Background: an optimization exercise with open tools, aiming at small area. Do not read the settings as production practice. The RTL was checked by simulation tests, not by an equivalence proof against the original design. Power figures rest on the tool's default switching activity, not on a simulated workload.

==> inputs of job 1333 <==
==> flow/design.v <==
module gray_window_3x3 #(
  parameter int unsigned WIDTH  = 100,
  parameter int unsigned HEIGHT = 100
) (
  input  logic                      clk,
  input  logic                      rst_n,
  input  logic                      pix_valid,
  input  logic [7:0]                pix_in,
  input  logic                      sof,
  output logic                      win_valid,
  output logic [71:0]               win,
  output logic [$clog2(WIDTH)-1:0]  win_x,
  output logic [$clog2(HEIGHT)-1:0] win_y,
  output logic                      frame_done
);
  localparam int unsigned XW  = $clog2(WIDTH);
  localparam int unsigned YW  = $clog2(HEIGHT);
  localparam int unsigned LEN = 2 * WIDTH + 3;
  logic [XW-1:0] xm1_q;
  logic [YW-1:0] ym1_q;
  logic          acc_q;    
  logic x_last, y_last;
  assign x_last = xm1_q[6] & xm1_q[5] & xm1_q[1] & ~xm1_q[0];
  assign y_last = ym1_q[6] & ym1_q[5] & ym1_q[1] & ~ym1_q[0];
  logic x_neg, y_neg;
  assign x_neg = xm1_q[6] & xm1_q[5] & xm1_q[4];
  assign y_neg = ym1_q[6] & ym1_q[5] & ym1_q[4];
  always_ff @(posedge clk or negedge rst_n) begin
    if (!rst_n) begin
      xm1_q <= XW'(WIDTH - 2);
      ym1_q <= YW'(HEIGHT - 2);
      acc_q <= 1'b0;
    end else begin
      acc_q <= pix_valid;
      if (pix_valid) begin
        xm1_q <= (sof || x_last) ? '1 : xm1_q + XW'(1);
        if (sof || (x_last && y_last)) ym1_q <= '1;
        else if (x_last)               ym1_q <= ym1_q + YW'(1);
      end
    end
  end
  logic [7:0] chain [LEN];
  always_ff @(posedge clk) begin
    if (pix_valid) begin
      chain[0] <= pix_in;
      for (int i = 1; i < LEN; i++) chain[i] <= chain[i-1];
    end
  end
  for (genvar r = 0; r < 3; r++) begin : g_row
    for (genvar c = 0; c < 3; c++) begin : g_col
      assign win[8*(3*r+c) +: 8] = chain[(2-r)*WIDTH + (2-c)];
    end
  end
  assign win_x      = xm1_q;
  assign win_y      = ym1_q;
  assign win_valid  = acc_q && !x_neg && (xm1_q != '0) && !y_neg && (ym1_q != '0);
  assign frame_done = acc_q && x_last && y_last;
endmodule
==> flow/flow/run.sh <==
#!/bin/bash
# Standard layout, with a lighter clock tree (no dummy loads, one buffer
# type, larger sink clusters) and the smallest buffer on each port.
set -euo pipefail
export CTS_ARGS="-sink_clustering_enable -repair_clock_nets -dont_use_dummy_load -buf_list sky130_fd_sc_hd__clkbuf_8 -sink_clustering_size 20 -sink_clustering_max_diameter 80"
export BUFFER_PORTS_ARGS="-buffer_cell sky130_fd_sc_hd__buf_1"
bash standard.sh > standard_flow.log 2>&1
==> flow/standard.sh <==
#!/bin/bash
# synth_recipe.tcl (not shown) runs the flow's synth.tcl, then flattens the netlist and writes it again
# the make line also repeats each setting of config.mk as NAME=value (left out here)
make -C /OpenROAD-flow-scripts/flow DESIGN_CONFIG=/design/flow/config.mk WORK_HOME=/design/flow/orfs CLKGATE_MAP_FILE= SYNTH_SCRIPT=/design/flow/synth_recipe.tcl "${@:-finish}"
==> flow/config.mk <==
export PLATFORM = sky130hd
export DESIGN_NAME = gray_window_3x3
export DESIGN_NICKNAME = gray_window_3x3
export VERILOG_FILES = /design/flow/design.v
export SDC_FILE = /design/flow/constraint.sdc
export NUM_CORES = 4
export LEC_CHECK = 0
export CAP_MARGIN = 5
export CORE_MARGIN = 2
export CORE_UTILIZATION = 75
export SLEW_MARGIN = 5
==> flow/constraint.sdc <==
create_clock -name core_clock -period 10.0 [get_ports {clk}]
set_input_delay 2.0000 -clock core_clock [delete_from_list [all_inputs] [get_ports {clk}]]
set_output_delay 2.0000 -clock core_clock [all_outputs]
set_load 0.01 [all_outputs]
==> job 8965: changes against job 1333 <==
==> flow/design.v, changed modules only <==
module gray_window_3x3 #(
  parameter int unsigned WIDTH  = 100,
  parameter int unsigned HEIGHT = 100
) (
  input  logic                      clk,
  input  logic                      rst_n,
  input  logic                      pix_valid,
  input  logic [7:0]                pix_in,
  input  logic                      sof,
  output logic                      win_valid,
  output logic [71:0]               win,
  output logic [$clog2(WIDTH)-1:0]  win_x,
  output logic [$clog2(HEIGHT)-1:0] win_y,
  output logic                      frame_done
);
  localparam int unsigned XW  = $clog2(WIDTH);
  localparam int unsigned YW  = $clog2(HEIGHT);
  localparam int unsigned LEN = 2 * WIDTH + 3;
  logic [XW-1:0] xm1_q;
  logic [YW-1:0] ym1_q;
  logic          acc_q;    
  logic [7:0] chain [LEN];
  always_ff @(posedge clk or negedge rst_n) begin
    if (!rst_n) begin
      xm1_q <= XW'(WIDTH - 2);
      ym1_q <= YW'(HEIGHT - 2);
      acc_q <= 1'b0;
    end else begin
      acc_q <= pix_valid;
      if (pix_valid) begin
        if (sof) begin
          xm1_q <= '1;
          ym1_q <= '1;
        end else if (xm1_q == XW'(WIDTH - 2)) begin
          xm1_q <= '1;
          ym1_q <= (ym1_q == YW'(HEIGHT - 2)) ? '1 : ym1_q + YW'(1);
        end else begin
          xm1_q <= xm1_q + XW'(1);
        end
      end
    end
  end
  always_ff @(posedge clk) begin
    if (pix_valid) begin
      chain[0] <= pix_in;
      for (int i = 1; i < LEN; i++) chain[i] <= chain[i-1];
    end
  end
  for (genvar r = 0; r < 3; r++) begin : g_row
    for (genvar c = 0; c < 3; c++) begin : g_col
      assign win[8*(3*r+c) +: 8] = chain[(2-r)*WIDTH + (2-c)];
    end
  end
  assign win_x      = xm1_q;
  assign win_y      = ym1_q;
  assign win_valid  = acc_q && (xm1_q != '1) && (xm1_q != '0)
                            && (ym1_q != '1) && (ym1_q != '0);
  assign frame_done = acc_q && (xm1_q == XW'(WIDTH - 2)) && (ym1_q == YW'(HEIGHT - 2));
endmodule
==> flow/flow/run.sh (replaced) <==
#!/bin/bash
# Standard layout, with a lighter clock tree (no dummy loads, one buffer
# type, larger sink clusters) and the smallest buffer on each port.
set -euo pipefail
export CTS_ARGS="-sink_clustering_enable -repair_clock_nets -dont_use_dummy_load -buf_list sky130_fd_sc_hd__clkbuf_8 -sink_clustering_size 28 -sink_clustering_max_diameter 40"
export BUFFER_PORTS_ARGS="-buffer_cell sky130_fd_sc_hd__buf_1"
bash standard.sh > standard_flow.log 2>&1
Settings changed: CAP_MARGIN 5 to 20, CORE_UTILIZATION 75 to 80, SLEW_MARGIN 5 to 20.
==> run summary <==
|  | job 1333 | job 8965 |
|---|---|---|
| Status | no timing/DRC/antenna violations | stopped before the end |
| Last stage reached | - | 3_5_place_dp |
| Post-synthesis instance area | 49600 um2 | 49700 um2 |
| Overall die width | 261 um | 253 um |
| Hpwl dp | 25.9 mm | 34.9 mm |
| Chip Height | 261 um | 253 um |
| Multiplexer area fraction after synthesis | 0% | 0.0428% |
| Mapped Cells | 1712 | 1728 |
| Final Wtd Congestion | 0.733 | 0.774 |
| Area share of the largest cell type after synthesis | 98.2% | 98.1% |
| Post-Synth XOR/XNOR Area | 0.141% | 0% |
| Area fraction in compound gates after synthesis | 0.275% | 0.445% |
| Count of standard-cell rows | 94 | 91 |
| Average cell area after synthesis | 29.0 um2 | 28.8 um2 |
| Share of synthesized cell area in full adder, half adder and majority cells | 0.101% | 0.151% |
| Sequential fraction of the synthesis area | 99.0% | 98.8% |
| Starting density of the core | 75.6% | 80.7% |
| Syn Nets | 1728 | 1746 |
| Library cells used by synthesis | 31 | 35 |


==> inputs of 07-06 <==
RTL: the design.v shown in full above, as it stands there.
clock: 10.0 ns
lec_check: 0
cap_margin: 20
core_margin: 2
core_utilization: 75
slew_margin: 20
standard.sh (not shown) runs the stock make flow with config.mk's settings and CLKGATE_MAP_FILE= SYNTH_SCRIPT=/design/flow/synth_recipe.tcl, a recipe that flattens the netlist after the stock synthesis.
==> flow/flow/run.sh <==
#!/bin/bash
# Standard layout, with a lighter clock tree (no dummy loads, one buffer
# type, larger sink clusters) and the smallest buffer on each port.
set -euo pipefail
export CTS_ARGS="-sink_clustering_enable -repair_clock_nets -dont_use_dummy_load -buf_list sky130_fd_sc_hd__clkbuf_8 -sink_clustering_size 20 -sink_clustering_max_diameter 80"
export BUFFER_PORTS_ARGS="-buffer_cell sky130_fd_sc_hd__buf_1"
bash standard.sh > standard_flow.log 2>&1
==> 06-16 (differences from 07-06) <==
--- a/flow/design.v
+++ b/flow/design.v
@@ -25,27 +25,33 @@
   logic x_neg, y_neg;
   assign x_neg = xm1_q[6] & xm1_q[5] & xm1_q[4];
   assign y_neg = ym1_q[6] & ym1_q[5] & ym1_q[4];
+  logic restart_q;
+  logic start;
+  assign start = sof || restart_q;
   always_ff @(posedge clk or negedge rst_n) begin
     if (!rst_n) begin
-      xm1_q <= XW'(WIDTH - 2);
-      ym1_q <= YW'(HEIGHT - 2);
-      acc_q <= 1'b0;
+      restart_q <= 1'b1;
+      acc_q     <= 1'b0;
     end else begin
       acc_q <= pix_valid;
-      if (pix_valid) begin
-        xm1_q <= (sof || x_last) ? '1 : xm1_q + XW'(1);
-        if (sof || (x_last && y_last)) ym1_q <= '1;
-        else if (x_last)               ym1_q <= ym1_q + YW'(1);
-      end
+      if (pix_valid) restart_q <= 1'b0;
     end
+  end
+  logic x_step, y_step;
+  assign x_step = pix_valid;
+  assign y_step = pix_valid && x_last;
+  always_ff @(posedge clk) begin
+    xm1_q <= (pix_valid && (start || x_last))            ? '1 : xm1_q + XW'(x_step);
+    ym1_q <= (pix_valid && (start || (x_last && y_last))) ? '1 : ym1_q + YW'(y_step);
   end
   logic [7:0] chain [LEN];
   always_ff @(posedge clk) begin
     if (pix_valid) begin
       chain[0] <= pix_in;
-      for (int i = 1; i < LEN; i++) chain[i] <= chain[i-1];
+      for (int i = 1; i < LEN - 1; i++) chain[i] <= chain[i-1];
     end
   end
+  always_ff @(posedge clk) chain[LEN-1] <= chain[LEN-2];
   for (genvar r = 0; r < 3; r++) begin : g_row
     for (genvar c = 0; c < 3; c++) begin : g_col
       assign win[8*(3*r+c) +: 8] = chain[(2-r)*WIDTH + (2-c)];
CORE_UTILIZATION = 70   (was 75)
GPL_TIMING_DRIVEN = 0   (was unset)
==> 02-15 (differences from 07-06) <==
--- a/flow/design.v
+++ b/flow/design.v
@@ -19,12 +19,7 @@
   logic [XW-1:0] xm1_q;
   logic [YW-1:0] ym1_q;
   logic          acc_q;    
-  logic x_last, y_last;
-  assign x_last = xm1_q[6] & xm1_q[5] & xm1_q[1] & ~xm1_q[0];
-  assign y_last = ym1_q[6] & ym1_q[5] & ym1_q[1] & ~ym1_q[0];
-  logic x_neg, y_neg;
-  assign x_neg = xm1_q[6] & xm1_q[5] & xm1_q[4];
-  assign y_neg = ym1_q[6] & ym1_q[5] & ym1_q[4];
+  logic [7:0] chain [LEN];
   always_ff @(posedge clk or negedge rst_n) begin
     if (!rst_n) begin
       xm1_q <= XW'(WIDTH - 2);
@@ -33,13 +28,18 @@
     end else begin
       acc_q <= pix_valid;
       if (pix_valid) begin
-        xm1_q <= (sof || x_last) ? '1 : xm1_q + XW'(1);
-        if (sof || (x_last && y_last)) ym1_q <= '1;
-        else if (x_last)               ym1_q <= ym1_q + YW'(1);
+        if (sof) begin
+          xm1_q <= '1;
+          ym1_q <= '1;
+        end else if (xm1_q == XW'(WIDTH - 2)) begin
+          xm1_q <= '1;
+          ym1_q <= (ym1_q == YW'(HEIGHT - 2)) ? '1 : ym1_q + YW'(1);
+        end else begin
+          xm1_q <= xm1_q + XW'(1);
+        end
       end
     end
   end
-  logic [7:0] chain [LEN];
   always_ff @(posedge clk) begin
     if (pix_valid) begin
       chain[0] <= pix_in;
@@ -53,6 +53,7 @@
   end
   assign win_x      = xm1_q;
   assign win_y      = ym1_q;
-  assign win_valid  = acc_q && !x_neg && (xm1_q != '0) && !y_neg && (ym1_q != '0);
-  assign frame_done = acc_q && x_last && y_last;
+  assign win_valid  = acc_q && (xm1_q != '1) && (xm1_q != '0)
+                            && (ym1_q != '1) && (ym1_q != '0);
+  assign frame_done = acc_q && (xm1_q == XW'(WIDTH - 2)) && (ym1_q == YW'(HEIGHT - 2));
 endmodule
==> flow/flow/run.sh (replaced) <==
#!/bin/bash
# Standard layout, with a lighter clock tree (no dummy loads, one buffer
# type, larger sink clusters) and the smallest buffer on each port.
set -euo pipefail
export CTS_ARGS="-sink_clustering_enable -repair_clock_nets -dont_use_dummy_load -buf_list sky130_fd_sc_hd__clkbuf_16 -sink_clustering_size 30 -sink_clustering_max_diameter 60"
export BUFFER_PORTS_ARGS="-buffer_cell sky130_fd_sc_hd__buf_1"
bash standard.sh > standard_flow.log 2>&1
CORE_UTILIZATION = 60   (was 75)
==> comparison table <==
                                                                                     06-16                07-06              02-15
Reported clock group power                                                       0.00255 W            0.00252 W          0.00343 W
Core ar.                                                                        69,900 um2           65,600 um2         82,100 um2
Setup slack, reg-to-reg                                                            8.09 ns              8.19 ns            8.17 ns
Area share of the leading cell type in the synthesized netlist                       0.982                0.982              0.981
Area used by sequential logic in the layout                                     49,000 um2           49,100 um2         49,100 um2
Critical setup path kind                                                 input pin to flop  flop to output port  input pin to flop
Post-place instance area                                                        52,000 um2           51,300 um2         51,600 um2
Final core utilization                                                               0.762                0.801              0.656
Sequential share of power                                                            0.741                0.746              0.690
Power dissipated in combinational cells                                         0.000284 W           0.000254 W         0.000208 W
RR Endpoint                                                                       ym1_q[6]             ym1_q[1]           xm1_q[0]
Clock period minus worst slack                                                     4.57 ns              4.06 ns            4.29 ns
Met1 usage in global routing                                                         0.245                0.272              0.214
Run status                                                no timing/DRC/antenna violations  no timing/DRC/antenna violations  no timing/DRC/antenna violations
Number of distinct standard cells referenced by the synthesized netlist                 22                   31                 35
Seq area share                                                                       0.920                0.936              0.913
Pwr/cell area                                                                   206 nW/um2           208 nW/um2         218 nW/um2
Static leakage                                                                     17.4 nW              17.1 nW            17.6 nW

port drivers added, routing unchanged:
Ports are ideal in the flow. The routed layouts listed here were re-timed in OpenROAD.
Step 1, drivers: a clkbuf_16 drives clk and a buf_2 each remaining input, both assumed.
Step 2 adds t to the input delays and takes it off the output delays; t is the mean of the earliest and latest rising clock arrival at the registers after step 1. Input paths then give back, and output paths get back, about the clock's delay inside the block.
Three values: ideal ports, drivers, drivers and shift; two values: the first two.
run | shift t [ns] | slack for setup (ns) | worst setup path at the end | cell pins on the clock port's net
job 1333 | 0.737 | 5.935 / 5.879 / 5.687 | input to register | 1
07-06 | 0.736 | 5.936 / 5.880 / 5.677 | input to register | 1
06-16 | 0.742 | 5.425 / 5.465 / 4.723 | input to register | 1
02-15 | 0.685 | 5.710 / 5.660 / 5.059 | input to register | 1
After both steps every run listed still meets setup and hold. For 06-16, which loses most, drivers alone change the setup slack by +0.040 ns; drivers and shift together by -0.702 ns.
